From an optimization exercise on the open Yosys and OpenROAD flow, aimed at small area, a short achievable clock period and few clock cycles per item; shortcuts taken in it are not production practice. Only simulation tests tie the RTL to the original design; equivalence was not proved.

$ cat design/flow/run.sh
#!/bin/bash
# synth_recipe.tcl (not shown) runs the flow's synth.tcl, then flattens the netlist and writes it again
# the make line also repeats each setting of config.mk as NAME=value (left out here)
make -C /OpenROAD-flow-scripts/flow DESIGN_CONFIG=/design/flow/config.mk WORK_HOME=/design/flow/orfs CLKGATE_MAP_FILE= SYNTH_SCRIPT=/design/flow/synth_recipe.tcl finish
$ cat design/flow/config.mk
export PLATFORM = sky130hd
export DESIGN_NAME = hb_interp2
export DESIGN_NICKNAME = hb_interp2
export VERILOG_FILES = /design/flow/design.v
export SDC_FILE = /design/flow/constraint.sdc
export NUM_CORES = 4
export LEC_CHECK = 0
export CAP_MARGIN = 20
export CORE_MARGIN = 2
export CORE_UTILIZATION = 40
export CTS_BUF_LIST = sky130_fd_sc_hd__clkbuf_8
export CTS_CLUSTER_SIZE = 30
export PLACE_DENSITY = 0.6
export SETUP_SLACK_MARGIN = 3.2
export SLEW_MARGIN = 20
$ cat design/flow/constraint.sdc
create_clock -name core_clock -period 6.0 [get_ports {clk}]
set_input_delay 1.2000 -clock core_clock [delete_from_list [all_inputs] [get_ports {clk}]]
set_output_delay 1.2000 -clock core_clock [all_outputs]
set_load 0.01 [all_outputs]
$ cat design/flow/design.v
module hb_interp2 #(
    parameter int unsigned DW   = 16,
    parameter int unsigned ACCW = 36
) (
    input  logic                 clk,
    input  logic                 reset,
    input  logic signed [DW-1:0] x_in,
    input  logic                 x_in_valid,
    output logic                 x_in_ready,
    output logic signed [DW-1:0] y_out,
    output logic                 y_out_valid
);
    logic ph, ph_a, ph_b, ph_c, sa, sb, v1, v2, v3, v4, v5, v6, yv;
    logic [15:0] xr;
    logic [7:0] ra[14], rb[14];
    logic [7:0] pa[14];
    logic [10:0] q0;
    logic [8:0] q1;
    logic [8:0] q2;
    logic [8:0] q3;
    logic [8:0] q4;
    logic [8:0] q5;
    logic [11:0] q6;
    logic [8:0] s0, s1, s2, s3, s4, s5, s6;
    logic [23:0] ta, tb, tc, za, zb, z;
    logic [17:0] zr;
    logic [15:0] o3, y, bsel, asat;
    logic acc;
    assign x_in_ready  = ph;
    assign y_out       = y;
    assign y_out_valid = yv;
    assign acc         = x_in_valid & ph;
    always_ff @(posedge clk or posedge reset) begin
        if (reset) begin
            ph <= 1'b0; ph_a <= 1'b0; ph_b <= 1'b0; ph_c <= 1'b0;
            sa <= 1'b0; sb <= 1'b0; v1 <= 1'b0; v2 <= 1'b0; v3 <= 1'b0;
            v4 <= 1'b0; v5 <= 1'b0; v6 <= 1'b0; yv <= 1'b0;
        end else begin
            ph <= ~ph; ph_a <= ~ph_a; ph_b <= ~ph_b; ph_c <= ~ph_c;
            sa <= acc;
            sb <= ~acc;
            v1 <= sa; v2 <= v1; v3 <= v2; v4 <= v3; v5 <= v4; v6 <= v5;
            yv <= v5 | v6;
        end
    end
    always_ff @(posedge clk) begin
        xr <= x_in;
        ra[0] <= ({8{sa}} & xr[7:0]) | ({8{sb}} & rb[0]);
        rb[0] <= ({8{sa}} & xr[15:8]) | ({8{sb}} & ra[0]);
        for (int k = 1; k < 14; k++) begin
            ra[k] <= ({8{sa}} & rb[k-1]) | ({8{sb}} & rb[k]);
            rb[k] <= ({8{sa}} & ra[k-1]) | ({8{sb}} & ra[k]);
        end
    end
    always_comb begin
        for (int k = 0; k < 14; k++) pa[k] = {ra[k][7] ^ ~ph_a, ra[k][6:0]};
        s0 = {1'b0, pa[0]} + {1'b0, pa[13]};
        s1 = {1'b0, pa[1]} + {1'b0, pa[12]};
        s2 = {1'b0, pa[2]} + {1'b0, pa[11]};
        s3 = {1'b0, pa[3]} + {1'b0, pa[10]};
        s4 = {1'b0, pa[4]} + {1'b0, pa[9]};
        s5 = {1'b0, pa[5]} + {1'b0, pa[8]};
        s6 = {1'b0, pa[6]} + {1'b0, pa[7]};
    end
    always_ff @(posedge clk) begin
        q0 <= {2'b0, s0} + {s0, 1'b0};
        q1 <= s1;
        q2 <= s2;
        q3 <= s3;
        q4 <= s4;
        q5 <= s5;
        q6 <= {3'b0, s6} + {s6, 2'b0};
    end
    wire ts1, tc2, ts3, tc4, ts5, tc6, ts7, tc8, ts9, tc10, ts11, tc12, tn13, ts14, tc15, tn16;
    wire ts17, tc18, ts19, tc20, ts21, tc22, ts23, tc24, ts25, tc26, ts27, tc28, ts29, tc30, ts31, tc32;
    wire ts33, tc34, ts35, tc36, tn37, ts38, tc39, ts40, tc41, tn42, ts43, tc44, tn45, ts46, tc47, tn48;
    wire ts49, tc50, ts51, tc52, ts53, tc54, ts55, tc56, ts57, tc58, ts59, tc60, ts61, tc62, tn63, ts64;
    wire tc65, tn66, ts67, tc68, tn69, ts70, tc71, ts72, tc73, ts74, tc75, ts76, tc77, ts78, tc79, ts80;
    wire tc81, ts82, tc83, ts84, tc85, ts86, tc87, ts88, tc89, tn90, ts91, tc92, tn93, ts94, tc95, tn96;
    wire ts97, tc98, ts99, tc100, ts101, tc102, ts103, tc104, ts105, tc106, ts107, tc108, ts109, tc110, ts111, tc112;
    wire ts113, tc114, ts115, tc116, ts117, tc118, tn119, ts120, tc121, tn122, ts123, tc124, ts125, tc126, tn127, ts128;
    wire tc129, ts130, tc131, ts132, tc133, ts134, tc135, ts136, tc137, ts138, tc139, ts140, tc141, ts142, tc143, ts144;
    wire tc145, ts146, tc147, ts148, tc149, ts150, tc151, ts152, tc153, ts154, tc155, tn156, ts157, tc158, tn159, ts160;
    wire tc161, tn162, ts163, tc164, ts165, tc166, ts167, tc168, ts169, tc170, ts171, tc172, ts173, tc174, ts175, tc176;
    wire ts177, tc178, ts179, tc180, ts181, tc182, tn183, ts184, tc185, tn186, ts187, tc188, tn189, ts190, tc191, tn192;
    wire ts193, tc194, tn195, ts196, tc197, ts198, tc199, ts200, tc201, ts202, tc203, ts204, tc205, ts206, tc207, ts208;
    wire tc209, ts210, tc211, tn212, ts213, tc214, ts215, tc216, ts217, tc218, ts219, tc220, ts221, tc222, tn223, ts224;
    wire tc225, tn226, ts227, tc228, tn229, ts230, tc231, ts232, tc233, ts234, tc235, ts236, tc237, ts238, tc239, ts240;
    wire tc241, ts242, tc243, ts244, tc245, tn246, ts247, tc248, ts249, tc250, tn251, ts252, tc253, ts254, tc255, tn256;
    wire ts257, tc258, tn259, ts260, tc261, tn262, ts263, tc264, tn265, ts266, tc267, ts268, tc269, ts270, tc271, ts272;
    wire tc273, tn274, ts275, tc276, ts277, tc278, ts279, tc280, tn281, ts282, tc283, ts284, tc285, tn286, ts287, tc288;
    wire tn289, ts290, tc291, tn292, ts293, tc294, tn295, ts296, tc297, ts298, tc299, ts300, tc301, ts302, tc303, tn304;
    wire ts305, tc306, tn307, ts308, tc309, ts310, tc311, tn312, ts313, tc314, ts315, tc316, tn317, ts318, tc319, tn320;
    wire ts321, tc322, ts323, tc324, ts325, tc326, ts327, tc328, ts329, tc330, ts331, tc332, ts333, tc334, tn335, ts336;
    wire tc337, ts338, tc339, tn340, ts341, tc342, ts343, tc344, ts345, tc346, ts347, tc348, ts349, tc350, ts351, tc352;
    wire tn353, ts354, tc355, tn356, ts357, tc358, ts359, tc360, tn361, ts362, tc363, ts364, tc365, ts366, tc367, tn368;
    wire ts369, tc370, tn371, ts372, tc373, tn374, ts375, tc376, ts377, tc378, ts379, tc380, ts381, tc382, tn383, ts384;
    wire tc385, tn386, ts387, tc388, tn389, ts390, tc391, ts392, tc393, tn394, ts395, tc396, ts397, tc398, tn399, ts400;
    wire tc401;
    assign ts1 = q0[0] ^ q2[0] ^ q6[0];
    assign tc2 = (q0[0] & q2[0]) | (q0[0] & q6[0]) | (q2[0] & q6[0]);
    assign ts3 = q1[1] ^ q3[0] ^ q4[0];
    assign tc4 = (q1[1] & q3[0]) | (q1[1] & q4[0]) | (q3[0] & q4[0]);
    assign ts5 = q0[1] ^ q2[1] ^ q6[1];
    assign tc6 = (q0[1] & q2[1]) | (q0[1] & q6[1]) | (q2[1] & q6[1]);
    assign ts7 = q5[1] ^ tc2;
    assign tc8 = ~q5[1] & tc2;
    assign ts9 = q1[2] ^ q3[1] ^ q4[1];
    assign tc10 = (q1[2] & q3[1]) | (q1[2] & q4[1]) | (q3[1] & q4[1]);
    assign ts11 = q0[2] ^ q2[2] ^ q2[0];
    assign tc12 = (q0[2] & q2[2]) | (q0[2] & q2[0]) | (q2[2] & q2[0]);
    assign tn13 = ~q5[2];
    assign ts14 = q6[2] ^ tn13 ^ tc6;
    assign tc15 = (q6[2] & tn13) | (q6[2] & tc6) | (tn13 & tc6);
    assign tn16 = ~ts11;
    assign ts17 = tc4 ^ tn16 ^ ts9;
    assign tc18 = (tc4 & tn16) | (tc4 & ts9) | (tn16 & ts9);
    assign ts19 = q1[3] ^ q3[2] ^ q3[0];
    assign tc20 = (q1[3] & q3[2]) | (q1[3] & q3[0]) | (q3[2] & q3[0]);
    assign ts21 = q4[2] ^ q4[0] ^ q5[3];
    assign tc22 = (q4[2] & q4[0]) | (q4[2] & q5[3]) | (q4[0] & q5[3]);
    assign ts23 = q0[3] ^ q1[0] ^ q2[3];
    assign tc24 = (q0[3] & q1[0]) | (q0[3] & q2[3]) | (q1[0] & q2[3]);
    assign ts25 = q2[1] ^ q6[3] ^ tc12;
    assign tc26 = (q2[1] & q6[3]) | (q2[1] & tc12) | (q6[3] & tc12);
    assign ts27 = tc10 ^ ts19 ^ ts21;
    assign tc28 = (tc10 & ts19) | (tc10 & ts21) | (ts19 & ts21);
    assign ts29 = ts23 ^ tc15 ^ ts25;
    assign tc30 = (ts23 & tc15) | (ts23 & ts25) | (tc15 & ts25);
    assign ts31 = q1[4] ^ q2[0] ^ q3[3];
    assign tc32 = (q1[4] & q2[0]) | (q1[4] & q3[3]) | (q2[0] & q3[3]);
    assign ts33 = q3[1] ^ q4[3] ^ q4[1];
    assign tc34 = (q3[1] & q4[3]) | (q3[1] & q4[1]) | (q4[3] & q4[1]);
    assign ts35 = q0[4] ^ q1[1] ^ q2[4];
    assign tc36 = (q0[4] & q1[1]) | (q0[4] & q2[4]) | (q1[1] & q2[4]);
    assign tn37 = ~q5[4];
    assign ts38 = q2[2] ^ q6[4] ^ tn37;
    assign tc39 = (q2[2] & q6[4]) | (q2[2] & tn37) | (q6[4] & tn37);
    assign ts40 = q6[0] ^ tc20 ^ tc22;
    assign tc41 = (q6[0] & tc20) | (q6[0] & tc22) | (tc20 & tc22);
    assign tn42 = ~ts31;
    assign ts43 = tc24 ^ ts35 ^ tn42;
    assign tc44 = (tc24 & ts35) | (tc24 & tn42) | (ts35 & tn42);
    assign tn45 = ~ts33;
    assign ts46 = tn45 ^ ts38 ^ tc26;
    assign tc47 = (tn45 & ts38) | (tn45 & tc26) | (ts38 & tc26);
    assign tn48 = ~ts43;
    assign ts49 = tc28 ^ ts40 ^ tn48;
    assign tc50 = (tc28 & ts40) | (tc28 & tn48) | (ts40 & tn48);
    assign ts51 = q1[5] ^ q1[0] ^ q2[1];
    assign tc52 = (q1[5] & q1[0]) | (q1[5] & q2[1]) | (q1[0] & q2[1]);
    assign ts53 = q3[4] ^ q3[2] ^ q4[4];
    assign tc54 = (q3[4] & q3[2]) | (q3[4] & q4[4]) | (q3[2] & q4[4]);
    assign ts55 = q4[2] ^ q5[5] ^ q6[1];
    assign tc56 = (q4[2] & q5[5]) | (q4[2] & q6[1]) | (q5[5] & q6[1]);
    assign ts57 = q0[5] ^ q1[2] ^ q2[5];
    assign tc58 = (q0[5] & q1[2]) | (q0[5] & q2[5]) | (q1[2] & q2[5]);
    assign ts59 = q2[3] ^ q6[5] ^ tc36;
    assign tc60 = (q2[3] & q6[5]) | (q2[3] & tc36) | (q6[5] & tc36);
    assign ts61 = tc32 ^ tc34 ^ ts51;
    assign tc62 = (tc32 & tc34) | (tc32 & ts51) | (tc34 & ts51);
    assign tn63 = ~ts53;
    assign ts64 = tc39 ^ ts57 ^ tn63;
    assign tc65 = (tc39 & ts57) | (tc39 & tn63) | (ts57 & tn63);
    assign tn66 = ~ts59;
    assign ts67 = ts55 ^ tc41 ^ tn66;
    assign tc68 = (ts55 & tc41) | (ts55 & tn66) | (tc41 & tn66);
    assign tn69 = ~ts61;
    assign ts70 = tc44 ^ tn69 ^ ts64;
    assign tc71 = (tc44 & tn69) | (tc44 & ts64) | (tn69 & ts64);
    assign ts72 = tc47 ^ ts67;
    assign tc73 = tc47 & ~ts67;
    assign ts74 = q1[6] ^ q1[1] ^ q2[2];
    assign tc75 = (q1[6] & q1[1]) | (q1[6] & q2[2]) | (q1[1] & q2[2]);
    assign ts76 = q3[5] ^ q3[3] ^ q4[5];
    assign tc77 = (q3[5] & q3[3]) | (q3[5] & q4[5]) | (q3[3] & q4[5]);
    assign ts78 = q4[3] ^ q5[6] ^ q6[2];
    assign tc79 = (q4[3] & q5[6]) | (q4[3] & q6[2]) | (q5[6] & q6[2]);
    assign ts80 = q0[6] ^ q1[3] ^ q2[6];
    assign tc81 = (q0[6] & q1[3]) | (q0[6] & q2[6]) | (q1[3] & q2[6]);
    assign ts82 = q2[4] ^ q4[0] ^ q5[0];
    assign tc83 = (q2[4] & q4[0]) | (q2[4] & q5[0]) | (q4[0] & q5[0]);
    assign ts84 = tc52 ^ tc54 ^ tc56;
    assign tc85 = (tc52 & tc54) | (tc52 & tc56) | (tc54 & tc56);
    assign ts86 = ts74 ^ ts76 ^ ts78;
    assign tc87 = (ts74 & ts76) | (ts74 & ts78) | (ts76 & ts78);
    assign ts88 = q6[6] ^ tc58 ^ ts80;
    assign tc89 = (q6[6] & tc58) | (q6[6] & ts80) | (tc58 & ts80);
    assign tn90 = ~tc62;
    assign ts91 = ts82 ^ tc60 ^ tn90;
    assign tc92 = (ts82 & tc60) | (ts82 & tn90) | (tc60 & tn90);
    assign tn93 = ~ts84;
    assign ts94 = tn93 ^ tc65 ^ ts88;
    assign tc95 = (tn93 & tc65) | (tn93 & ts88) | (tc65 & ts88);
    assign tn96 = ~ts91;
    assign ts97 = ts86 ^ tc68 ^ tn96;
    assign tc98 = (ts86 & tc68) | (ts86 & tn96) | (tc68 & tn96);
    assign ts99 = tc71 ^ ts94;
    assign tc100 = tc71 & ts94;
    assign ts101 = q1[7] ^ q1[2] ^ q2[3];
    assign tc102 = (q1[7] & q1[2]) | (q1[7] & q2[3]) | (q1[2] & q2[3]);
    assign ts103 = q3[6] ^ q3[4] ^ q4[6];
    assign tc104 = (q3[6] & q3[4]) | (q3[6] & q4[6]) | (q3[4] & q4[6]);
    assign ts105 = q4[4] ^ q5[7] ^ q6[3];
    assign tc106 = (q4[4] & q5[7]) | (q4[4] & q6[3]) | (q5[7] & q6[3]);
    assign ts107 = q0[7] ^ q1[4] ^ q2[7];
    assign tc108 = (q0[7] & q1[4]) | (q0[7] & q2[7]) | (q1[4] & q2[7]);
    assign ts109 = q2[5] ^ q2[0] ^ q3[0];
    assign tc110 = (q2[5] & q2[0]) | (q2[5] & q3[0]) | (q2[0] & q3[0]);
    assign ts111 = q4[1] ^ q5[1] ^ q6[7];
    assign tc112 = (q4[1] & q5[1]) | (q4[1] & q6[7]) | (q5[1] & q6[7]);
    assign ts113 = tc75 ^ tc77 ^ tc79;
    assign tc114 = (tc75 & tc77) | (tc75 & tc79) | (tc77 & tc79);
    assign ts115 = ts101 ^ ts103 ^ ts105;
    assign tc116 = (ts101 & ts103) | (ts101 & ts105) | (ts103 & ts105);
    assign ts117 = tc81 ^ tc83 ^ ts107;
    assign tc118 = (tc81 & tc83) | (tc81 & ts107) | (tc83 & ts107);
    assign tn119 = ~tc85;
    assign ts120 = ts109 ^ ts111 ^ tn119;
    assign tc121 = (ts109 & ts111) | (ts109 & tn119) | (ts111 & tn119);
    assign tn122 = ~tc89;
    assign ts123 = tn122 ^ tc87 ^ ts113;
    assign tc124 = (tn122 & tc87) | (tn122 & ts113) | (tc87 & ts113);
    assign ts125 = ts117 ^ tc92 ^ ts120;
    assign tc126 = (ts117 & tc92) | (ts117 & ts120) | (tc92 & ts120);
    assign tn127 = ~tc95;
    assign ts128 = ts115 ^ tn127 ^ ts123;
    assign tc129 = (ts115 & tn127) | (ts115 & ts123) | (tn127 & ts123);
    assign ts130 = tc100 ^ ts125;
    assign tc131 = tc100 & ts125;
    assign ts132 = q1[8] ^ q1[3] ^ q2[4];
    assign tc133 = (q1[8] & q1[3]) | (q1[8] & q2[4]) | (q1[3] & q2[4]);
    assign ts134 = q3[7] ^ q3[5] ^ q4[7];
    assign tc135 = (q3[7] & q3[5]) | (q3[7] & q4[7]) | (q3[5] & q4[7]);
    assign ts136 = q4[5] ^ q5[8] ^ q6[4];
    assign tc137 = (q4[5] & q5[8]) | (q4[5] & q6[4]) | (q5[8] & q6[4]);
    assign ts138 = q0[8] ^ q1[5] ^ q2[8];
    assign tc139 = (q0[8] & q1[5]) | (q0[8] & q2[8]) | (q1[5] & q2[8]);
    assign ts140 = q2[6] ^ q2[1] ^ q3[1];
    assign tc141 = (q2[6] & q2[1]) | (q2[6] & q3[1]) | (q2[1] & q3[1]);
    assign ts142 = q4[2] ^ q5[2] ^ q5[0];
    assign tc143 = (q4[2] & q5[2]) | (q4[2] & q5[0]) | (q5[2] & q5[0]);
    assign ts144 = tc102 ^ tc104 ^ tc106;
    assign tc145 = (tc102 & tc104) | (tc102 & tc106) | (tc104 & tc106);
    assign ts146 = q6[8] ^ tc108 ^ tc110;
    assign tc147 = (q6[8] & tc108) | (q6[8] & tc110) | (tc108 & tc110);
    assign ts148 = ts132 ^ ts134 ^ ts136;
    assign tc149 = (ts132 & ts134) | (ts132 & ts136) | (ts134 & ts136);
    assign ts150 = tc112 ^ ts138 ^ ts140;
    assign tc151 = (tc112 & ts138) | (tc112 & ts140) | (ts138 & ts140);
    assign ts152 = tc114 ^ tc116 ^ ts144;
    assign tc153 = (tc114 & tc116) | (tc114 & ts144) | (tc116 & ts144);
    assign ts154 = ts142 ^ tc118 ^ ts146;
    assign tc155 = (ts142 & tc118) | (ts142 & ts146) | (tc118 & ts146);
    assign tn156 = ~ts148;
    assign ts157 = ts150 ^ tn156 ^ tc121;
    assign tc158 = (ts150 & tn156) | (ts150 & tc121) | (tn156 & tc121);
    assign tn159 = ~ts154;
    assign ts160 = tc124 ^ tn159 ^ ts152;
    assign tc161 = (tc124 & tn159) | (tc124 & ts152) | (tn159 & ts152);
    assign tn162 = ~tc129;
    assign ts163 = tc126 ^ ts157 ^ tn162;
    assign tc164 = (tc126 & ts157) | (tc126 & tn162) | (ts157 & tn162);
    assign ts165 = q1[4] ^ q2[5] ^ q3[8];
    assign tc166 = (q1[4] & q2[5]) | (q1[4] & q3[8]) | (q2[5] & q3[8]);
    assign ts167 = q3[6] ^ q3[0] ^ q4[8];
    assign tc168 = (q3[6] & q3[0]) | (q3[6] & q4[8]) | (q3[0] & q4[8]);
    assign ts169 = q0[9] ^ q1[6] ^ q2[7];
    assign tc170 = (q0[9] & q1[6]) | (q0[9] & q2[7]) | (q1[6] & q2[7]);
    assign ts171 = q2[2] ^ q3[2] ^ q4[3];
    assign tc172 = (q2[2] & q3[2]) | (q2[2] & q4[3]) | (q3[2] & q4[3]);
    assign ts173 = q5[3] ^ q5[1] ^ q6[9];
    assign tc174 = (q5[3] & q5[1]) | (q5[3] & q6[9]) | (q5[1] & q6[9]);
    assign ts175 = q4[6] ^ q6[5] ^ tc133;
    assign tc176 = (q4[6] & q6[5]) | (q4[6] & tc133) | (q6[5] & tc133);
    assign ts177 = tc139 ^ tc141 ^ tc143;
    assign tc178 = (tc139 & tc141) | (tc139 & tc143) | (tc141 & tc143);
    assign ts179 = tc135 ^ tc137 ^ ts165;
    assign tc180 = (tc135 & tc137) | (tc135 & ts165) | (tc137 & ts165);
    assign ts181 = ts169 ^ ts171 ^ ts173;
    assign tc182 = (ts169 & ts171) | (ts169 & ts173) | (ts171 & ts173);
    assign tn183 = ~tc147;
    assign ts184 = ts167 ^ tn183 ^ tc145;
    assign tc185 = (ts167 & tn183) | (ts167 & tc145) | (tn183 & tc145);
    assign tn186 = ~tc149;
    assign ts187 = tc151 ^ ts177 ^ tn186;
    assign tc188 = (tc151 & ts177) | (tc151 & tn186) | (ts177 & tn186);
    assign tn189 = ~ts181;
    assign ts190 = ts175 ^ tn189 ^ ts179;
    assign tc191 = (ts175 & tn189) | (ts175 & ts179) | (tn189 & ts179);
    assign tn192 = ~tc155;
    assign ts193 = tn192 ^ tc153 ^ ts184;
    assign tc194 = (tn192 & tc153) | (tn192 & ts184) | (tc153 & ts184);
    assign tn195 = ~ts190;
    assign ts196 = ts187 ^ tn195 ^ tc158;
    assign tc197 = (ts187 & tn195) | (ts187 & tc158) | (tn195 & tc158);
    assign ts198 = tc161 ^ ts193;
    assign tc199 = tc161 | ts193;
    assign ts200 = q1[5] ^ q2[6] ^ q3[7];
    assign tc201 = (q1[5] & q2[6]) | (q1[5] & q3[7]) | (q2[6] & q3[7]);
    assign ts202 = q3[1] ^ q4[7] ^ q6[6];
    assign tc203 = (q3[1] & q4[7]) | (q3[1] & q6[6]) | (q4[7] & q6[6]);
    assign ts204 = q0[10] ^ q1[7] ^ q2[8];
    assign tc205 = (q0[10] & q1[7]) | (q0[10] & q2[8]) | (q1[7] & q2[8]);
    assign ts206 = q2[3] ^ q3[3] ^ q4[4];
    assign tc207 = (q2[3] & q3[3]) | (q2[3] & q4[4]) | (q3[3] & q4[4]);
    assign ts208 = q4[0] ^ q5[4] ^ q5[2];
    assign tc209 = (q4[0] & q5[4]) | (q4[0] & q5[2]) | (q5[4] & q5[2]);
    assign ts210 = q5[0] ^ q6[10] ^ tc170;
    assign tc211 = (q5[0] & q6[10]) | (q5[0] & tc170) | (q6[10] & tc170);
    assign tn212 = ~tc166;
    assign ts213 = tc172 ^ tc174 ^ tn212;
    assign tc214 = (tc172 & tc174) | (tc172 & tn212) | (tc174 & tn212);
    assign ts215 = tc168 ^ ts200 ^ ts202;
    assign tc216 = (tc168 & ts200) | (tc168 & ts202) | (ts200 & ts202);
    assign ts217 = ts204 ^ ts206 ^ ts208;
    assign tc218 = (ts204 & ts206) | (ts204 & ts208) | (ts206 & ts208);
    assign ts219 = tc178 ^ tc182 ^ ts210;
    assign tc220 = (tc178 & tc182) | (tc178 & ts210) | (tc182 & ts210);
    assign ts221 = tc176 ^ tc180 ^ ts215;
    assign tc222 = (tc176 & tc180) | (tc176 & ts215) | (tc180 & ts215);
    assign tn223 = ~tc185;
    assign ts224 = ts213 ^ ts217 ^ tn223;
    assign tc225 = (ts213 & ts217) | (ts213 & tn223) | (ts217 & tn223);
    assign tn226 = ~tc191;
    assign ts227 = tc188 ^ ts219 ^ tn226;
    assign tc228 = (tc188 & ts219) | (tc188 & tn226) | (ts219 & tn226);
    assign tn229 = ~ts224;
    assign ts230 = ts221 ^ tn229 ^ tc194;
    assign tc231 = (ts221 & tn229) | (ts221 & tc194) | (tn229 & tc194);
    assign ts232 = ts227 ^ tc199;
    assign tc233 = ts227 & ~tc199;
    assign ts234 = q1[6] ^ q2[7] ^ q3[8];
    assign tc235 = (q1[6] & q2[7]) | (q1[6] & q3[8]) | (q2[7] & q3[8]);
    assign ts236 = q3[2] ^ q4[8] ^ q6[7];
    assign tc237 = (q3[2] & q4[8]) | (q3[2] & q6[7]) | (q4[8] & q6[7]);
    assign ts238 = q1[8] ^ q2[4] ^ q3[4];
    assign tc239 = (q1[8] & q2[4]) | (q1[8] & q3[4]) | (q2[4] & q3[4]);
    assign ts240 = q4[5] ^ q4[1] ^ q5[5];
    assign tc241 = (q4[5] & q4[1]) | (q4[5] & q5[5]) | (q4[1] & q5[5]);
    assign ts242 = q5[3] ^ q5[1] ^ q6[11];
    assign tc243 = (q5[3] & q5[1]) | (q5[3] & q6[11]) | (q5[1] & q6[11]);
    assign ts244 = q6[0] ^ tc205 ^ tc207;
    assign tc245 = (q6[0] & tc205) | (q6[0] & tc207) | (tc205 & tc207);
    assign tn246 = ~tc209;
    assign ts247 = tn246 ^ tc201 ^ tc203;
    assign tc248 = (tn246 & tc201) | (tn246 & tc203) | (tc201 & tc203);
    assign ts249 = ts238 ^ ts240 ^ ts242;
    assign tc250 = (ts238 & ts240) | (ts238 & ts242) | (ts240 & ts242);
    assign tn251 = ~tc211;
    assign ts252 = ts234 ^ ts236 ^ tn251;
    assign tc253 = (ts234 & ts236) | (ts234 & tn251) | (ts236 & tn251);
    assign ts254 = tc214 ^ tc218 ^ ts244;
    assign tc255 = (tc214 & tc218) | (tc214 & ts244) | (tc218 & ts244);
    assign tn256 = ~ts249;
    assign ts257 = tc216 ^ ts247 ^ tn256;
    assign tc258 = (tc216 & ts247) | (tc216 & tn256) | (ts247 & tn256);
    assign tn259 = ~ts252;
    assign ts260 = tc220 ^ tn259 ^ ts254;
    assign tc261 = (tc220 & tn259) | (tc220 & ts254) | (tn259 & ts254);
    assign tn262 = ~tc225;
    assign ts263 = tc222 ^ ts257 ^ tn262;
    assign tc264 = (tc222 & ts257) | (tc222 & tn262) | (ts257 & tn262);
    assign tn265 = ~tc231;
    assign ts266 = tc228 ^ ts260 ^ tn265;
    assign tc267 = (tc228 & ts260) | (tc228 & tn265) | (ts260 & tn265);
    assign ts268 = q1[7] ^ q2[8] ^ q3[3];
    assign tc269 = (q1[7] & q2[8]) | (q1[7] & q3[3]) | (q2[8] & q3[3]);
    assign ts270 = q2[5] ^ q3[5] ^ q4[6];
    assign tc271 = (q2[5] & q3[5]) | (q2[5] & q4[6]) | (q3[5] & q4[6]);
    assign ts272 = q4[2] ^ q5[6] ^ q5[4];
    assign tc273 = (q4[2] & q5[6]) | (q4[2] & q5[4]) | (q5[6] & q5[4]);
    assign tn274 = ~q5[0];
    assign ts275 = q5[2] ^ q6[1] ^ tn274;
    assign tc276 = (q5[2] & q6[1]) | (q5[2] & tn274) | (q6[1] & tn274);
    assign ts277 = q6[8] ^ tc235 ^ tc237;
    assign tc278 = (q6[8] & tc235) | (q6[8] & tc237) | (tc235 & tc237);
    assign ts279 = tc239 ^ tc241 ^ tc243;
    assign tc280 = (tc239 & tc241) | (tc239 & tc243) | (tc241 & tc243);
    assign tn281 = ~ts268;
    assign ts282 = ts270 ^ ts272 ^ tn281;
    assign tc283 = (ts270 & ts272) | (ts270 & tn281) | (ts272 & tn281);
    assign ts284 = ts275 ^ tc245 ^ tc250;
    assign tc285 = (ts275 & tc245) | (ts275 & tc250) | (tc245 & tc250);
    assign tn286 = ~ts279;
    assign ts287 = tc248 ^ tn286 ^ ts277;
    assign tc288 = (tc248 & tn286) | (tc248 & ts277) | (tn286 & ts277);
    assign tn289 = ~tc253;
    assign ts290 = ts282 ^ tn289 ^ tc255;
    assign tc291 = (ts282 & tn289) | (ts282 & tc255) | (tn289 & tc255);
    assign tn292 = ~ts284;
    assign ts293 = tn292 ^ tc258 ^ ts287;
    assign tc294 = (tn292 & tc258) | (tn292 & ts287) | (tc258 & ts287);
    assign tn295 = ~ts293;
    assign ts296 = tc261 ^ ts290 ^ tn295;
    assign tc297 = (tc261 & ts290) | (tc261 & tn295) | (ts290 & tn295);
    assign ts298 = q1[8] ^ q3[4] ^ q5[1];
    assign tc299 = (q1[8] & q3[4]) | (q1[8] & q5[1]) | (q3[4] & q5[1]);
    assign ts300 = q2[6] ^ q3[6] ^ q4[7];
    assign tc301 = (q2[6] & q3[6]) | (q2[6] & q4[7]) | (q3[6] & q4[7]);
    assign ts302 = q4[3] ^ q5[7] ^ q5[5];
    assign tc303 = (q4[3] & q5[7]) | (q4[3] & q5[5]) | (q5[7] & q5[5]);
    assign tn304 = ~q6[9];
    assign ts305 = q5[3] ^ q6[2] ^ tn304;
    assign tc306 = (q5[3] & q6[2]) | (q5[3] & tn304) | (q6[2] & tn304);
    assign tn307 = ~tc269;
    assign ts308 = tc271 ^ tc273 ^ tn307;
    assign tc309 = (tc271 & tc273) | (tc271 & tn307) | (tc273 & tn307);
    assign ts310 = tc276 ^ ts300 ^ ts302;
    assign tc311 = (tc276 & ts300) | (tc276 & ts302) | (ts300 & ts302);
    assign tn312 = ~ts298;
    assign ts313 = tn312 ^ ts305 ^ tc280;
    assign tc314 = (tn312 & ts305) | (tn312 & tc280) | (ts305 & tc280);
    assign ts315 = tc283 ^ ts308 ^ ts310;
    assign tc316 = (tc283 & ts308) | (tc283 & ts310) | (ts308 & ts310);
    assign tn317 = ~tc278;
    assign ts318 = tn317 ^ tc285 ^ ts313;
    assign tc319 = (tn317 & tc285) | (tn317 & ts313) | (tc285 & ts313);
    assign tn320 = ~tc288;
    assign ts321 = tn320 ^ ts315 ^ tc291;
    assign tc322 = (tn320 & ts315) | (tn320 & tc291) | (ts315 & tc291);
    assign ts323 = ts318 ^ tc294;
    assign tc324 = ts318 & ~tc294;
    assign ts325 = q3[5] ^ q5[2] ^ q6[10];
    assign tc326 = (q3[5] & q5[2]) | (q3[5] & q6[10]) | (q5[2] & q6[10]);
    assign ts327 = q2[7] ^ q3[7] ^ q4[8];
    assign tc328 = (q2[7] & q3[7]) | (q2[7] & q4[8]) | (q3[7] & q4[8]);
    assign ts329 = q4[4] ^ q5[8] ^ q5[6];
    assign tc330 = (q4[4] & q5[8]) | (q4[4] & q5[6]) | (q5[8] & q5[6]);
    assign ts331 = q5[4] ^ q6[3] ^ tc301;
    assign tc332 = (q5[4] & q6[3]) | (q5[4] & tc301) | (q6[3] & tc301);
    assign ts333 = tc303 ^ tc306 ^ ts327;
    assign tc334 = (tc303 & tc306) | (tc303 & ts327) | (tc306 & ts327);
    assign tn335 = ~ts329;
    assign ts336 = tc299 ^ tn335 ^ ts325;
    assign tc337 = (tc299 & tn335) | (tc299 & ts325) | (tn335 & ts325);
    assign ts338 = tc309 ^ tc311 ^ ts331;
    assign tc339 = (tc309 & tc311) | (tc309 & ts331) | (tc311 & ts331);
    assign tn340 = ~ts336;
    assign ts341 = ts333 ^ tn340 ^ tc314;
    assign tc342 = (ts333 & tn340) | (ts333 & tc314) | (tn340 & tc314);
    assign ts343 = tc316 ^ ts338 ^ tc319;
    assign tc344 = (tc316 & ts338) | (tc316 & tc319) | (ts338 & tc319);
    assign ts345 = ts341 ^ tc324;
    assign tc346 = ts341 & tc324;
    assign ts347 = q3[6] ^ q5[3] ^ q6[11];
    assign tc348 = (q3[6] & q5[3]) | (q3[6] & q6[11]) | (q5[3] & q6[11]);
    assign ts349 = q2[8] ^ q3[8] ^ q4[5];
    assign tc350 = (q2[8] & q3[8]) | (q2[8] & q4[5]) | (q3[8] & q4[5]);
    assign ts351 = q5[7] ^ q5[5] ^ q6[4];
    assign tc352 = (q5[7] & q5[5]) | (q5[7] & q6[4]) | (q5[5] & q6[4]);
    assign tn353 = ~tc326;
    assign ts354 = tc328 ^ tc330 ^ tn353;
    assign tc355 = (tc328 & tc330) | (tc328 & tn353) | (tc330 & tn353);
    assign tn356 = ~ts347;
    assign ts357 = ts349 ^ ts351 ^ tn356;
    assign tc358 = (ts349 & ts351) | (ts349 & tn356) | (ts351 & tn356);
    assign ts359 = tc332 ^ tc334 ^ ts354;
    assign tc360 = (tc332 & tc334) | (tc332 & ts354) | (tc334 & ts354);
    assign tn361 = ~tc337;
    assign ts362 = tn361 ^ ts357 ^ tc339;
    assign tc363 = (tn361 & ts357) | (tn361 & tc339) | (ts357 & tc339);
    assign ts364 = ts359 ^ tc342 ^ ts362;
    assign tc365 = (ts359 & tc342) | (ts359 & ts362) | (tc342 & ts362);
    assign ts366 = q4[6] ^ q5[8] ^ q5[6];
    assign tc367 = (q4[6] & q5[8]) | (q4[6] & q5[6]) | (q5[8] & q5[6]);
    assign tn368 = ~q6[5];
    assign ts369 = tn368 ^ q3[7] ^ q5[4];
    assign tc370 = (tn368 & q3[7]) | (tn368 & q5[4]) | (q3[7] & q5[4]);
    assign tn371 = ~tc348;
    assign ts372 = tc350 ^ tc352 ^ tn371;
    assign tc373 = (tc350 & tc352) | (tc350 & tn371) | (tc352 & tn371);
    assign tn374 = ~ts369;
    assign ts375 = ts366 ^ tn374 ^ tc355;
    assign tc376 = (ts366 & tn374) | (ts366 & tc355) | (tn374 & tc355);
    assign ts377 = tc358 ^ ts372 ^ tc360;
    assign tc378 = (tc358 & ts372) | (tc358 & tc360) | (ts372 & tc360);
    assign ts379 = ts375 ^ tc363;
    assign tc380 = ts375 & tc363;
    assign ts381 = q4[7] ^ q5[7] ^ q6[6];
    assign tc382 = (q4[7] & q5[7]) | (q4[7] & q6[6]) | (q5[7] & q6[6]);
    assign tn383 = ~tc367;
    assign ts384 = q3[8] ^ q5[5] ^ tn383;
    assign tc385 = (q3[8] & q5[5]) | (q3[8] & tn383) | (q5[5] & tn383);
    assign tn386 = ~tc370;
    assign ts387 = tn386 ^ ts381 ^ tc373;
    assign tc388 = (tn386 & ts381) | (tn386 & tc373) | (ts381 & tc373);
    assign tn389 = ~ts384;
    assign ts390 = tn389 ^ tc376 ^ ts387;
    assign tc391 = (tn389 & tc376) | (tn389 & ts387) | (tc376 & ts387);
    assign ts392 = q4[8] ^ q5[8] ^ q6[7];
    assign tc393 = (q4[8] & q5[8]) | (q4[8] & q6[7]) | (q5[8] & q6[7]);
    assign tn394 = ~q5[6];
    assign ts395 = tn394 ^ tc382 ^ ts392;
    assign tc396 = (tn394 & tc382) | (tn394 & ts392) | (tc382 & ts392);
    assign ts397 = tc385 ^ ts395;
    assign tc398 = ~tc385 & ts395;
    assign tn399 = ~q5[7];
    assign ts400 = q6[8] ^ tn399 ^ tc393;
    assign tc401 = (q6[8] & tn399) | (q6[8] & tc393) | (tn399 & tc393);
    always_ff @(posedge clk) begin
        ta <= {1'b1, q6[11], q6[10], q5[8], tc396, tc388, tc378, ts377, tc344, tc322, ts321, tc264, ts263, tc197, ts196, ts160, tc98, tc73, tc50, tc30, tc18, tc8, ts5, q1[0]};
        tb <= {1'b1, 1'b1, 1'b1, q6[9], tc398, tc391, tc380, tc365, tc346, ts343, tc297, tc267, tc233, ts230, tc164, tc131, ts128, ts97, ts70, ts46, ts27, ts14, ts3, q5[0]};
        tc <= {1'b1, 1'b1, 1'b1, tc401, ts400, ts397, ts390, ts379, ts364, ts345, ts323, ts296, ts266, ts232, ts198, ts163, ts130, ts99, ts72, ts49, ts29, ts17, ts7, ts1};
    end
    assign o3 = ph_b ? 16'hdc56 : zr[17:2];
    wire un1, us2, uc3, un4, us5, uc6, us7, uc8, un9, us10, uc11, un12, us13, uc14, un15, us16;
    wire uc17, un18, us19, uc20, un21, us22, uc23, un24, us25, uc26, un27, us28, uc29, un30, us31, uc32;
    wire un33, us34, uc35, un36, us37, uc38, un39, us40, uc41, un42, us43, uc44, un45, us46, uc47, un48;
    wire us49, uc50, us51, uc52, us53, uc54, un55, us56, uc57, un58, us59, uc60, un61, us62, uc63, un64;
    wire us65, uc66, un67, us68, uc69, us70, uc71, un72, us73, uc74, us75, uc76, us77, uc78, us79, uc80;
    wire us81, uc82, us83, uc84, us85, uc86, us87, uc88, us89, uc90, un91, us92, uc93, un94, us95, uc96;
    wire us97, uc98, us99, uc100, us101, uc102, un103, us104, uc105, us106, uc107, us108, uc109, us110, uc111;
    assign un1 = ~tc[0];
    assign us2 = un1 ^ ta[0] ^ tb[0];
    assign uc3 = (un1 & ta[0]) | (un1 & tb[0]) | (ta[0] & tb[0]);
    assign un4 = ~ta[1];
    assign us5 = un4 ^ tb[1] ^ tc[1];
    assign uc6 = (un4 & tb[1]) | (un4 & tc[1]) | (tb[1] & tc[1]);
    assign us7 = o3[1] ^ uc3;
    assign uc8 = o3[1] & ~uc3;
    assign un9 = ~tc[2];
    assign us10 = ta[2] ^ tb[2] ^ un9;
    assign uc11 = (ta[2] & tb[2]) | (ta[2] & un9) | (tb[2] & un9);
    assign un12 = ~uc6;
    assign us13 = o3[2] ^ un12 ^ us10;
    assign uc14 = (o3[2] & un12) | (o3[2] & us10) | (un12 & us10);
    assign un15 = ~tc[3];
    assign us16 = un15 ^ ta[3] ^ tb[3];
    assign uc17 = (un15 & ta[3]) | (un15 & tb[3]) | (ta[3] & tb[3]);
    assign un18 = ~us16;
    assign us19 = o3[3] ^ uc11 ^ un18;
    assign uc20 = (o3[3] & uc11) | (o3[3] & un18) | (uc11 & un18);
    assign un21 = ~tc[4];
    assign us22 = ta[4] ^ tb[4] ^ un21;
    assign uc23 = (ta[4] & tb[4]) | (ta[4] & un21) | (tb[4] & un21);
    assign un24 = ~uc17;
    assign us25 = o3[4] ^ un24 ^ us22;
    assign uc26 = (o3[4] & un24) | (o3[4] & us22) | (un24 & us22);
    assign un27 = ~tb[5];
    assign us28 = un27 ^ ta[5] ^ tc[5];
    assign uc29 = (un27 & ta[5]) | (un27 & tc[5]) | (ta[5] & tc[5]);
    assign un30 = ~us28;
    assign us31 = o3[5] ^ uc23 ^ un30;
    assign uc32 = (o3[5] & uc23) | (o3[5] & un30) | (uc23 & un30);
    assign un33 = ~tb[6];
    assign us34 = ta[6] ^ tc[6] ^ un33;
    assign uc35 = (ta[6] & tc[6]) | (ta[6] & un33) | (tc[6] & un33);
    assign un36 = ~uc29;
    assign us37 = o3[6] ^ un36 ^ us34;
    assign uc38 = (o3[6] & un36) | (o3[6] & us34) | (un36 & us34);
    assign un39 = ~tc[7];
    assign us40 = un39 ^ ta[7] ^ tb[7];
    assign uc41 = (un39 & ta[7]) | (un39 & tb[7]) | (ta[7] & tb[7]);
    assign un42 = ~us40;
    assign us43 = o3[7] ^ uc35 ^ un42;
    assign uc44 = (o3[7] & uc35) | (o3[7] & un42) | (uc35 & un42);
    assign un45 = ~ta[8];
    assign us46 = tb[8] ^ tc[8] ^ un45;
    assign uc47 = (tb[8] & tc[8]) | (tb[8] & un45) | (tc[8] & un45);
    assign un48 = ~uc41;
    assign us49 = o3[8] ^ un48 ^ us46;
    assign uc50 = (o3[8] & un48) | (o3[8] & us46) | (un48 & us46);
    assign us51 = ta[9] ^ tb[9] ^ tc[9];
    assign uc52 = (ta[9] & tb[9]) | (ta[9] & tc[9]) | (tb[9] & tc[9]);
    assign us53 = o3[9] ^ uc47 ^ us51;
    assign uc54 = (o3[9] & uc47) | (o3[9] & us51) | (uc47 & us51);
    assign un55 = ~ta[10];
    assign us56 = un55 ^ tb[10] ^ tc[10];
    assign uc57 = (un55 & tb[10]) | (un55 & tc[10]) | (tb[10] & tc[10]);
    assign un58 = ~us56;
    assign us59 = uc52 ^ o3[10] ^ un58;
    assign uc60 = (uc52 & o3[10]) | (uc52 & un58) | (o3[10] & un58);
    assign un61 = ~ta[11];
    assign us62 = tb[11] ^ tc[11] ^ un61;
    assign uc63 = (tb[11] & tc[11]) | (tb[11] & un61) | (tc[11] & un61);
    assign un64 = ~uc57;
    assign us65 = o3[11] ^ un64 ^ us62;
    assign uc66 = (o3[11] & un64) | (o3[11] & us62) | (un64 & us62);
    assign un67 = ~ta[12];
    assign us68 = tb[12] ^ tc[12] ^ un67;
    assign uc69 = (tb[12] & tc[12]) | (tb[12] & un67) | (tc[12] & un67);
    assign us70 = o3[12] ^ uc63 ^ us68;
    assign uc71 = (o3[12] & uc63) | (o3[12] & us68) | (uc63 & us68);
    assign un72 = ~tc[13];
    assign us73 = ta[13] ^ tb[13] ^ un72;
    assign uc74 = (ta[13] & tb[13]) | (ta[13] & un72) | (tb[13] & un72);
    assign us75 = o3[13] ^ uc69 ^ us73;
    assign uc76 = (o3[13] & uc69) | (o3[13] & us73) | (uc69 & us73);
    assign us77 = ta[14] ^ tb[14] ^ tc[14];
    assign uc78 = (ta[14] & tb[14]) | (ta[14] & tc[14]) | (tb[14] & tc[14]);
    assign us79 = o3[14] ^ uc74 ^ us77;
    assign uc80 = (o3[14] & uc74) | (o3[14] & us77) | (uc74 & us77);
    assign us81 = ta[15] ^ tb[15] ^ tc[15];
    assign uc82 = (ta[15] & tb[15]) | (ta[15] & tc[15]) | (tb[15] & tc[15]);
    assign us83 = uc78 ^ o3[15] ^ us81;
    assign uc84 = (uc78 & o3[15]) | (uc78 & us81) | (o3[15] & us81);
    assign us85 = ta[16] ^ tb[16] ^ tc[16];
    assign uc86 = (ta[16] & tb[16]) | (ta[16] & tc[16]) | (tb[16] & tc[16]);
    assign us87 = uc82 ^ ph_b ^ us85;
    assign uc88 = (uc82 & ph_b) | (uc82 & us85) | (ph_b & us85);
    assign us89 = ta[17] ^ tb[17] ^ tc[17];
    assign uc90 = (ta[17] & tb[17]) | (ta[17] & tc[17]) | (tb[17] & tc[17]);
    assign un91 = ~ph_b;
    assign us92 = uc86 ^ un91 ^ us89;
    assign uc93 = (uc86 & un91) | (uc86 & us89) | (un91 & us89);
    assign un94 = ~tc[18];
    assign us95 = ta[18] ^ tb[18] ^ un94;
    assign uc96 = (ta[18] & tb[18]) | (ta[18] & un94) | (tb[18] & un94);
    assign us97 = uc90 ^ us95;
    assign uc98 = uc90 & us95;
    assign us99 = ta[19] ^ tb[19] ^ tc[19];
    assign uc100 = (ta[19] & tb[19]) | (ta[19] & tc[19]) | (tb[19] & tc[19]);
    assign us101 = un91 ^ uc96 ^ us99;
    assign uc102 = (un91 & uc96) | (un91 & us99) | (uc96 & us99);
    assign un103 = ~ta[20];
    assign us104 = tb[20] ^ tc[20] ^ un103;
    assign uc105 = (tb[20] & tc[20]) | (tb[20] & un103) | (tc[20] & un103);
    assign us106 = uc100 ^ un91 ^ us104;
    assign uc107 = (uc100 & un91) | (uc100 & us104) | (un91 & us104);
    assign us108 = 1'b1 ^ ta[21] ^ uc105;
    assign uc109 = (1'b1 & ta[21]) | (1'b1 & uc105) | (ta[21] & uc105);
    assign us110 = ta[22] ^ ph_b;
    assign uc111 = ta[22] & ph_b;
    assign za = {~ph_b, uc109, uc107, uc102, uc98, uc93, uc88, uc84, uc80, uc76, uc71, uc66, uc60, uc54, uc50, uc44, uc38, uc32, uc26, uc20, uc14, uc8, ~us5, o3[0]};
    assign zb = {uc111, us110, us108, us106, us101, us97, us92, us87, us83, us79, us75, us70, us65, us59, us53, us49, us43, us37, us31, us25, us19, us13, ~us7, ~us2};
    assign z = za + zb;
    always_ff @(posedge clk) begin
        zr <= z[23:6];
    end
    always_comb begin
        if (zr[16] != zr[15]) asat = zr[16] ? 16'h8000 : 16'h7fff;
        else                  asat = zr[15:0];
        if (v2 & v4)      bsel = {ra[8], rb[8]};
        else if (v2 | v4) bsel = {ra[7], rb[7]};
        else              bsel = {ra[6], rb[6]};
    end
    always_ff @(posedge clk) begin
        y <= ph_c ? asat : bsel;
    end
endmodule
==> summary.md, run 1 <==
| Metric | Value |
|---|---|
| Final net count | 2257 |
| Leading cell type in the layout, fill and taps excluded | dfxtp_1 |
| First-pass GRT wire length | 80200 um |
| Status | timing/DRC/antenna clean |
| EDFF count, synth | 0 |
| RR Startpoint | ta[2] |
| Main area contributors after synthesis | dfxtp_1 (40%), fa_1 (21%), a22o_1 (9.6%), ha_1 (6.3%), inv_1 (6.1%) |
| Routed wire length | 51200 um |
| Final hold slack | 0.348 ns |
| R2R cell count | 13 |
| Synth top area share | 0.399 |
| CTS sink count | 420 |
| Layout cell share with drive strength beyond 1 | 0.243 |
| Reg2reg end | zr[10] |
| FF+latch area | 0.00864 sq mm |
| Setup TNS Final | 0 ns |
| Dominant cell type by area after synthesis | dfxtp_1 |
| GRT overflow | 0 |
| Synthesized flop and latch total | 420 |
| Initial cell density of the core | 0.406 |
| Largest net degree at the start of global routing | 226 |
| Worst Hold Launch | v1 |
| Syn_area_per_cell | 11.3 sq um |
| Most frequent cells in the layout | dfxtp_1 (349), inv_1 (292), a22o_1 (224) |
| TritonCTS clock tree | built |
| FMAX | 0.305 GHz |
| Port bufs | 36 |
| Die span in x | 230 um |
| Full die area | 0.0528 sq mm |
| RSZ-0062 raised after global routing | yes |
| Mapped Area | 0.0204 sq mm |
| Initial antenna violation count | 2 |
| Clock buffer depth | 3 |
| Min cycle time layout | 3.28 ns |
| Syn. warnings | 4 |
| Setup-failing EPs final | 0 |
| Hold Crit Class | flop to flop |
| Cells after Synth | 1807 |
| IO Count | 37 |
| Routed via count | 13000 |
| Worst hold path endpoint | v2 |
| TritonCTS Buffers | 72 |
| Slew margin rel. | 0.283 |
| DRC Markers | 0 |
| Latest clock arrival within the worst-skew pair | 0.68 ns |
| Dpl hpwl | 38200 um |
| Flop-to-flop setup slack | 2.72 ns |
| Clock-pin slew on the worst setup and hold paths | 0.06 ns |
| Crit path max fanout | 7 |
| Top_reg_cell synth | dfxtp_1 |
| Multi-input logic area | 0.0112 sq mm |
| Drt pass-1 iters | 5 |
| Worst hold stages | 0 |
| Vias per inst | 4.92 |
| Root Buffer | clkbuf_8 |
| Critical setup path kind | flop to flop |
| ANT cells | 0 |
| Post-synth ARST share | 0.0310 |
| Wire per inst | 19.3 um |
| DR iter-0 viols | 697 |
| H-tree Lvls | 3 |
| Critical Path Sink Type | flop |
| P&R area growth vs syn | 19.7% |
| Fin. max-slew vios | 0 |
| Hold Buf Count CTS | 0 |
| Final hold vios | 0 |
| GRT Util Overall | 0.198 |
| WP data arrival | 3.82 ns |
| CP required | 6.54 ns |
| Vias in the first global route | 14000 |
| Row count | 82 |
| Net Count, Synth | 2138 |
| Gp weighted congestion | 0.908 |
| Die Ht | 230 um |
| Sequential share of the synthesized area | 0.415 |
| Netlist cell types | 51 |
| Max-cap violations | 0 |
| Clock skew | 0.0430 ns |
| # fillers | 4590 |
| Crit share post-route | 0.547 |
| Core ar. | 0.0503 sq mm |
| DRT antenna net count | 0 |
| CP startpoint kind | flop |
| Worst-margin pin slew | 1.07 ns |
==> logic make-up after synthesis <==
logic type,share of synthesized area
DFF,0.415
AOI/OAI and AO/OA,0.154
buffers and inverters,0.0742
adders and majority gates,0.274
and+or+nand+nor,0.0361
xor gates and xnor gates,0.0305
muxes,0.0156
==> cell type report <==
| class | instances | area share |
|---|---|---|
| Clock buffer | 87 | 0.0490 |
| Clock inverter | 41 | 0.00999 |
| Tap cell | 672 | 0.0344 |
| Multi-Input combinational cell | 984 | 0.458 |
| Timing Repair Buffer | 115 | 0.0419 |
| Inverter | 333 | 0.0526 |
| Sequential cell | 420 | 0.354 |
==> per-layer routing <==
layer | GRT usage | routed length [um] | vias up
li1 | - | - | 6226
met1 | 0.256 | 22900 | 6467
met2 | 0.326 | 24400 | 242
met3 | 0.0355 | 1740 | 113
met4 | 0.0883 | 2150 | 0
met5 | 0 | 0 | -
==> cells in the mapped netlist (all sizes together), types with 2 or more instances <==
master	instances
o21ai	54
maj3	11
and2	5
a31oi	2
nand4	3
o311a	2
a21o	28
or2	9
nor3	6
o21bai	16
and4	2
inv	333
mux2i	16
dfxtp	407
nand3	3
or3	3
o211ai	6
mux2	14
and3	7
a211oi	14
fa	210
nand2b	17
xor2	25
ha	102
a221oi	6
nand2	55
buf	8
a22o	224
clkbuf	62
xnor2	46
nor2	28
dfrtp	13
a21oi	50
o31ai	2
nor2b	6
nor4	2
==> per-stage QoR <==
stage	area [sq um]	worst slack, ns	util	std cells
after global placement	21500	2.63	0.428	2449
after CTS	23800	2.72	0.474	2627
after global routing	24400	2.56	0.486	2652
after detailed placement	21500	2.53	0.428	2449
after floorplan	20600	2.92	-	1807
final	24400	2.72	0.486	2652
==> timing repair <==
| item | in CTS | in global routing |
|---|---|---|
| buffers inserted | 50 | 25 |
| pin swaps | 71 | 79 |
| setup endpoints to repair | 49 | 42 |
| resized for setup | 184 | 110 |
| hold endpoints to repair | 0 | 0 |
| gates cloned | 0 | 0 |
==> state kept, by name, summed over array words and instances (netlist names), 9 cells and up <==
register and flops:
q3 9, zr 18, q6 12, q2 9, q5 9, ra 112
q4 9, ta 23, tc 21, q0 11, y 16, q1 9
rb 112, tb 21, xr 16
==> worst max-delay path by stage <==
| stage | startpoint | to | slack [ns] |
|---|---|---|---|
| after global routing | ta[2] | zr[10] | 2.56 |
| final | ta[2] | zr[10] | 2.72 |
| after CTS | tc[2] | zr[11] | 2.72 |
| after detailed placement | ta[13] | zr[16] | 2.53 |
| after floorplan | tc[2] | zr[11] | 2.92 |
| after global placement | ta[13] | zr[16] | 2.63 |
==> critical path, cell delays in order (launching register included) <==
cell and delay (ns):
dfxtp_2 0.32, fa_1 0.54, inv_2 0.04, fa_1 0.50, inv_1 0.04, ha_1 0.26
o211a_1 0.26, o311a_4 0.13, nor3_4 0.15, buf_12 0.13, a31oi_4 0.08, o311a_4 0.43
a41oi_2 0.19, xnor2_1 0.09
Testbench counts, summed over its fixed seeds: cycles 4,144, samples 2,048.
==> run 2: changes to the inputs <==
--- a/design/flow/config.mk
+++ b/design/flow/config.mk
@@ -8,8 +8,8 @@
 export CAP_MARGIN = 20
 export CORE_MARGIN = 2
 export CORE_UTILIZATION = 40
-export CTS_BUF_LIST = sky130_fd_sc_hd__clkbuf_8
+export CTS_CLUSTER_DIAMETER = 100
 export CTS_CLUSTER_SIZE = 30
 export PLACE_DENSITY = 0.6
-export SETUP_SLACK_MARGIN = 3.2
+export SETUP_SLACK_MARGIN = 2.8
 export SLEW_MARGIN = 20
==> run 2 against run 1 <==
  * Register-to-register slack improved by 0.05 ns
  * Final area decreased by 8.6%
  * Synthesized area unchanged
  * Critical path type unchanged
  * Sequential share of layout area increased by 2.9 points
  * Clock skew decreased by 0.023 ns
  * Count of clock-buffer cells in the layout decreased by 65
  * Hold slack improved by 0.0096 ns
  * Still clean on timing, DRC and antenna
==> summary.md, run 2 <==
| Metric | Value |
|---|---|
| Reg2reg end | zr[12] |
| Mapped Area | 0.0204 sq mm (unchanged) |
| Multi-input logic area | 0.0106 sq mm (-5.0%) |
| Core ar. | 0.0503 sq mm (unchanged) |
| Clock skew | 0.0197 ns (-0.0234 ns) |
| Crit share post-route | 0.538 (-0.00856) |
| Clock buffer depth | 3 (unchanged) |
| Die Ht | 230 um (unchanged) |
| Leading cell type in the layout, fill and taps excluded | dfxtp_1 |
| DRT antenna net count | 0 (unchanged) |
| TritonCTS Buffers | 18 (-75%) |
| Critical setup path kind | flop to flop |
| IO Count | 37 (unchanged) |
| Latest clock arrival within the worst-skew pair | 0.56 ns (-0.12 ns) |
| Synth top area share | 0.399 (unchanged) |
| Syn_area_per_cell | 11.3 sq um (unchanged) |
| CTS sink count | 420 (unchanged) |
| Top_reg_cell synth | dfxtp_1 |
| Slew margin rel. | 0.294 (+0.0106) |
| RSZ-0062 raised after global routing | yes |
| Routed via count | 12300 (-5.8%) |
| Gp weighted congestion | 0.913 (+0.62%) |
| Status | timing/DRC/antenna clean |
| Flop-to-flop setup slack | 2.77 ns (+0.05 ns) |
| DR iter-0 viols | 821 (+18%) |
| CP startpoint kind | flop |
| GRT overflow | 0 (unchanged) |
| Top Registers | ra (112), rb (112), ta (23) |
| P&R area growth vs syn | 9.46% |
| Net Count, Synth | 2138 (unchanged) |
| Wire per inst | 19.5 um (+0.81%) |
| Hold Buf Count CTS | 0 (unchanged) |
| H-tree Lvls | 1 (-2) |
| Worst hold stages | 0 (unchanged) |
| R2R cell count | 12 (-1) |
| DRC Markers | 0 (unchanged) |
| Critical Path Sink Type | flop |
| Worst-margin pin slew | 1.06 ns (-0.0159 ns) |
| Root Buffer | clkbuf_16 |
| Row count | 82 (unchanged) |
| Setup-failing EPs final | 0 (unchanged) |
| TritonCTS clock tree | built |
| Synthesized flop and latch total | 420 (unchanged) |
| Cells after Synth | 1807 (unchanged) |
| Post-synth ARST share | 0.0310 (unchanged) |
| FF+latch area | 0.00855 sq mm (-1.1%) |
| First-pass GRT wire length | 75200 um (-6.2%) |
| Final net count | 2142 (-5.1%) |
| Initial antenna violation count | 0 (-2) |
| WP data arrival | 3.66 ns (-0.16 ns) |
| Placed cell count | 2449 (unchanged) |
| Final hold vios | 0 (unchanged) |
| Clock-pin slew on the worst setup and hold paths | 0.11 ns (+0.05 ns) |
| Post-Layout Cell Count | 2490 (-6.1%) |
| Drt pass-1 iters | 5 (unchanged) |
| Routed wire length | 48400 um (-5.3%) |
| Min cycle time layout | 3.23 ns (-0.0513 ns) |
| Syn. warnings | 4 (unchanged) |
| Hold Crit Class | flop to flop |
| ANT cells | 0 (unchanged) |
| Sequential share of the synthesized area | 0.415 (unchanged) |
| CP required | 6.43 ns (-0.11 ns) |
| Dominant cell type by area after synthesis | dfxtp_1 |
| Vias in the first global route | 12900 (-7.5%) |
| Layout cell share with drive strength beyond 1 | 0.0809 (-0.163) |
| Setup TNS Final | 0 ns (unchanged) |
| Pre-CTS setup slack | 2.33 ns (-0.202 ns) |
| # fillers | 4781 (+4.2%) |
| Fin. max-slew vios | 0 (unchanged) |
| Most frequent cell after synthesis | dfxtp_1 |
| Netlist cell types | 51 (unchanged) |
| Die span in x | 230 um (unchanged) |
| Full die area | 0.0528 sq mm (unchanged) |
| Setup WS post-layout | 2.77 ns (+0.0513 ns) |
| Most frequent cells in the layout | dfxtp_1 (371), inv_1 (325), a22o_1 (224) |
| Crit path max fanout | 7 (unchanged) |
| Main area contributors after synthesis | dfxtp_1 (40%), fa_1 (21%), a22o_1 (9.6%), ha_1 (6.3%), inv_1 (6.1%) |
| Worst hold path endpoint | v4 |
| EDFF count, synth | 0 (unchanged) |
| Initial cell density of the core | 0.406 (unchanged) |
| Commonest cells post-synth | dfxtp_1 (407), inv_1 (333), a22o_1 (224) |
| Port bufs | 36 (unchanged) |
| Worst Hold Launch | v3 |
| GRT Util Overall | 0.185 (-0.0137) |
| Dpl hpwl | 38300 um (+0.33%) |
| FMAX | 0.310 GHz (+1.6%) |
| Vias per inst | 4.94 (+0.35%) |
| Largest net degree at the start of global routing | 226 (unchanged) |
| RR Startpoint | ta[2] |
| Max-cap violations | 0 (unchanged) |
## run 2: cell types whose count changed in the layout (fill, tap and decap cells not counted), moves of 22 or more
| cell | change |
|---|---|
| buf_4 | -51 |
| clkbuf_8 | -87 |
| dfxtp_1 | +22 |
| dfxtp_4 | -27 |
| fa_1 | +62 |
| fa_2 | -62 |
| inv_1 | +33 |
| inv_2 | -48 |
## run 2: cells by family after synthesis
family                     Yosys count  share of synthesized area
adders and majority gates          323                      0.274
buffers and inverters              403                     0.0742
and+or+nand+nor                    149                     0.0361
AOI/OAI and AO/OA                  411                      0.154
xor gates and xnor gates            71                     0.0305
muxes                               30                     0.0156
DFF                                420                      0.415
## run 2: final cells by class
type                       count  area share
timing repair buffer          54      0.0229
multi-input combinational    984       0.476
clock buffer                  22      0.0227
tap                          672      0.0377
sequential                   420       0.383
clock inverter                 5     0.00157
inverter                     333      0.0561
## run 2: worst max path at each step
stage	start	endpoint	slack, ns
after detailed placement	ph_b	zr[12]	2.33
after floorplan	ta[2]	zr[12]	2.82
after global placement	ph_b	zr[12]	2.45
after CTS	ta[2]	zr[10]	2.67
after global routing	ta[2]	zr[11]	2.65
final	ta[2]	zr[12]	2.77
## run 2: stage by stage
stage	hold slack, ns	instance area [sq um]	utilization
2_1_floorplan	0.331	20400	-
3_3_place_gp	0.331	21400	0.425
3_5_place_dp	0.335	21400	0.425
4_1_cts	0.360	22100	0.440
5_1_grt	0.370	22300	0.444
6_report	0.358	22300	0.444
## run 2: timing repair
item,4_1_cts,5_1_grt
pin swaps,11,20
buffers inserted,5,9
endpoints found under the setup margin,16,24
resized for setup,49,47
## run 2: critical path, cell delays in order (launching register included)
cell	delay, ns
dfxtp_2	0.34
fa_1	0.54
inv_2	0.04
fa_1	0.52
inv_1	0.04
ha_1	0.26
o211a_1	0.22
o311a_1	0.15
nor3_4	0.22
a31oi_4	0.13
o311a_4	0.38
nor4_4	0.18
a211oi_1	0.09
## run 2: layer usage
layer	up-vias	track usage	part of all wire
met5	-	0	0
met4	0	0.0581	0.033
met3	71	0.0197	0.031
met2	176	0.311	0.47
met1	6096	0.249	0.46
li1	5951	-	-
==> run 3: changes to the inputs <==
--- a/design/flow/config.mk
+++ b/design/flow/config.mk
@@ -7,9 +7,9 @@
 export LEC_CHECK = 0
 export CAP_MARGIN = 20
 export CORE_MARGIN = 2
-export CORE_UTILIZATION = 40
+export CORE_UTILIZATION = 65
 export CTS_CLUSTER_DIAMETER = 100
 export CTS_CLUSTER_SIZE = 30
-export PLACE_DENSITY = 0.6
+export PLACE_DENSITY = 0.75
 export SETUP_SLACK_MARGIN = 2.8
 export SLEW_MARGIN = 20
==> run 3 against run 2 <==
  * Sequential share of layout area up 0.36 points
  * Still clean on timing, DRC and antenna
  * Critical path type unchanged
  * Count of clock-buffer cells in the layout increased by 2
  * Worst setup slack better by 0.050 ns
  * Global-route usage grew 10 points
  * Synthesized area is the same
  * Synthesized cell count is the same
  * Final area down 1.1%
  * Highest routed layer unchanged
==> summary.md, run 3 <==
| Metric | Value |
|---|---|
| Largest stage delay on the critical path | 0.52 ns (-0.02 ns) |
| FF+latch area | 0.00853 sq mm (-0.22%) |
| Core ar. | 0.0307 sq mm (-39%) |
| Row count | 64 (-22%) |
| Net Count, Synth | 2138 (unchanged) |
| Main area contributors after synthesis | dfxtp_1 (40%), fa_1 (21%), a22o_1 (9.6%), ha_1 (6.3%), inv_1 (6.1%) |
| DRC Markers | 0 (unchanged) |
| Fin. max-slew vios | 0 (unchanged) |
| Layout cell share with drive strength beyond 1 | 0.0784 (-0.00242) |
| First-pass GRT wire length | 72000 um (-4.2%) |
| DR iter-0 viols | 712 (-13%) |
| Crit path max fanout | 7 (unchanged) |
| Critical Path Sink Type | flop |
| CTS sink count | 420 (unchanged) |
| Finished Cell Area | 0.0221 sq mm (-1.1%) |
| Crit share post-route | 0.530 (-0.00829) |
| TritonCTS Buffers | 18 (unchanged) |
| Dominant cell type by area after synthesis | dfxtp_1 |
| Final net count | 2148 (+0.28%) |
| Vias per inst | 5.69 (+15%) |
| Full die area | 0.0328 sq mm (-38%) |
| Final hold slack | 0.362 ns (+0.00391 ns) |
| H-tree Lvls | 1 (unchanged) |
| GRT Util Overall | 0.286 (+0.101) |
| Initial cell density of the core | 0.663 (+0.258) |
| Final core area utilization | 0.718 (+0.274) |
| Root Buffer | clkbuf_16 |
| DRT antenna net count | 0 (unchanged) |
| Mapped Area | 0.0204 sq mm (unchanged) |
| WP data arrival | 3.65 ns (about the same) |
| Post-synth ARST share | 0.0310 (unchanged) |
| Drt pass-1 iters | 5 (unchanged) |
| IO Count | 37 (unchanged) |
| Pre-CTS setup slack | 2.40 ns (+0.0690 ns) |
| Wire per inst | 20.6 um (+6.0%) |
| Slew margin rel. | 0.325 (+0.0305) |
| GRT overflow | 0 (unchanged) |
| Post-Layout Cell Count | 2221 (-11%) |
| Status | timing/DRC/antenna clean |
| Leading cell type in the layout, fill and taps excluded | dfxtp_1 |
| Syn_area_per_cell | 11.3 sq um (unchanged) |
| Critical setup path kind | flop to flop |
| Multi-input logic area | 0.0107 sq mm (+0.41%) |
| Clock skew | 0.0309 ns (+0.0113 ns) |
| Worst-margin pin slew | 1.01 ns (-0.0458 ns) |
| Initial antenna violation count | 1 (+1) |
| Largest delay share family, worst path | adder cells |
| Synth top area share | 0.399 (unchanged) |
| Hold Crit Class | flop to flop |
==> run 3: cell counts after synthesis <==
No cell type changed its count.
==> run 3: cells by family (layout without fill, tap and decap cells) <==
| kind of cell | Yosys count | count (layout) | synth area share |
|---|---|---|---|
| xor gates and xnor gates | 71 | 71 | 0.0305 |
| buffers and inverters | 403 | 419 | 0.0742 |
| and+or+nand+nor | 149 | 149 | 0.0361 |
| adders and majority gates | 323 | 323 | 0.274 |
| muxes | 30 | 30 | 0.0156 |
| other | 0 | 2 | 0 |
| AOI/OAI and AO/OA | 411 | 411 | 0.154 |
| DFF | 420 | 420 | 0.415 |
==> run 3: layer usage <==
metal,global-route usage,share of wire
met2,0.477,0.47
met4,0.123,0.051
met5,0,0
met3,0.0316,0.041
met1,0.382,0.43
==> run 3: path summary, 6_finish.rpt <==
| kind | slack, ns | start | endpoint | cells past startpoint |
|---|---|---|---|---|
| worst max register to register | 2.82 | ta[2] | zr[10] | 12 |
| max in group asynchronous | 4.31 | reset | sb | 2 |
| worst min-delay path | 0.36 | v1 | v2 | 0 |
| worst min register to register | 0.36 | v1 | v2 | 0 |
| worst max-delay path | 2.82 | ta[2] | zr[10] | 12 |
| min in group asynchronous | 1.10 | reset | ph_c | 2 |
==> run 3: area by class of cell <==
type	instances	share of cell area
multi-input combinational	984	0.484
sequential	420	0.386
inverter	333	0.0567
timing repair buffer	60	0.0260
clock buffer	24	0.0228
tap	396	0.0224
clock inverter	2	0.00170
antenna	2	0.000227
==> run 3: worst reg2reg max path, cell delays in order (launching register included) <==
cell	delay, ns
dfxtp_2	0.34
fa_1	0.52
inv_1	0.05
fa_1	0.52
inv_2	0.05
ha_4	0.20
o211a_1	0.21
o311a_1	0.16
nor3_4	0.26
a31oi_4	0.13
o311a_4	0.38
a41oi_2	0.19
xnor2_1	0.13
==> run 3: what timing repair did <==
| item | in CTS | in global routing |
|---|---|---|
| buffers inserted | 9 | 10 |
| pin swaps | 17 | 23 |
| endpoints found under the setup margin | 17 | 24 |
| resized for setup | 32 | 56 |
| endpoints found under the hold margin | 0 | 0 |

==> afterwards: timing with drivers on the ports <==
The results above use ideal ports. As a check the final layouts listed here were re-extracted and re-timed, cells and wires unchanged.
Step 1: set_driving_cell puts a clkbuf_16 on clk and a buf_2 on each other input, an assumption about the parent block.
Step 2, shift: input delay + t, output delay - t, t = (earliest + latest rising clock arrival at the registers) / 2. This alone moves slack from input paths to output paths.
a / b / c = no drivers / after step 1 / after step 2; a / b = the first two.
| run | shift t [ns] | slack for setup (ns) | worst data-port slew with drivers (ns) | cell pins on the clock port's net |
|---|---|---|---|---|
| run 1 | 0.710 | 2.718 / 2.718 / 2.718 | 0.03 | 1 |
| run 2 | 0.602 | 2.769 / 2.769 / 2.769 | 0.03 | 1 |
| run 3 | 0.572 | 2.819 / 2.819 / 2.819 | 0.04 | 1 |
After both steps setup and hold are still met in every run listed.
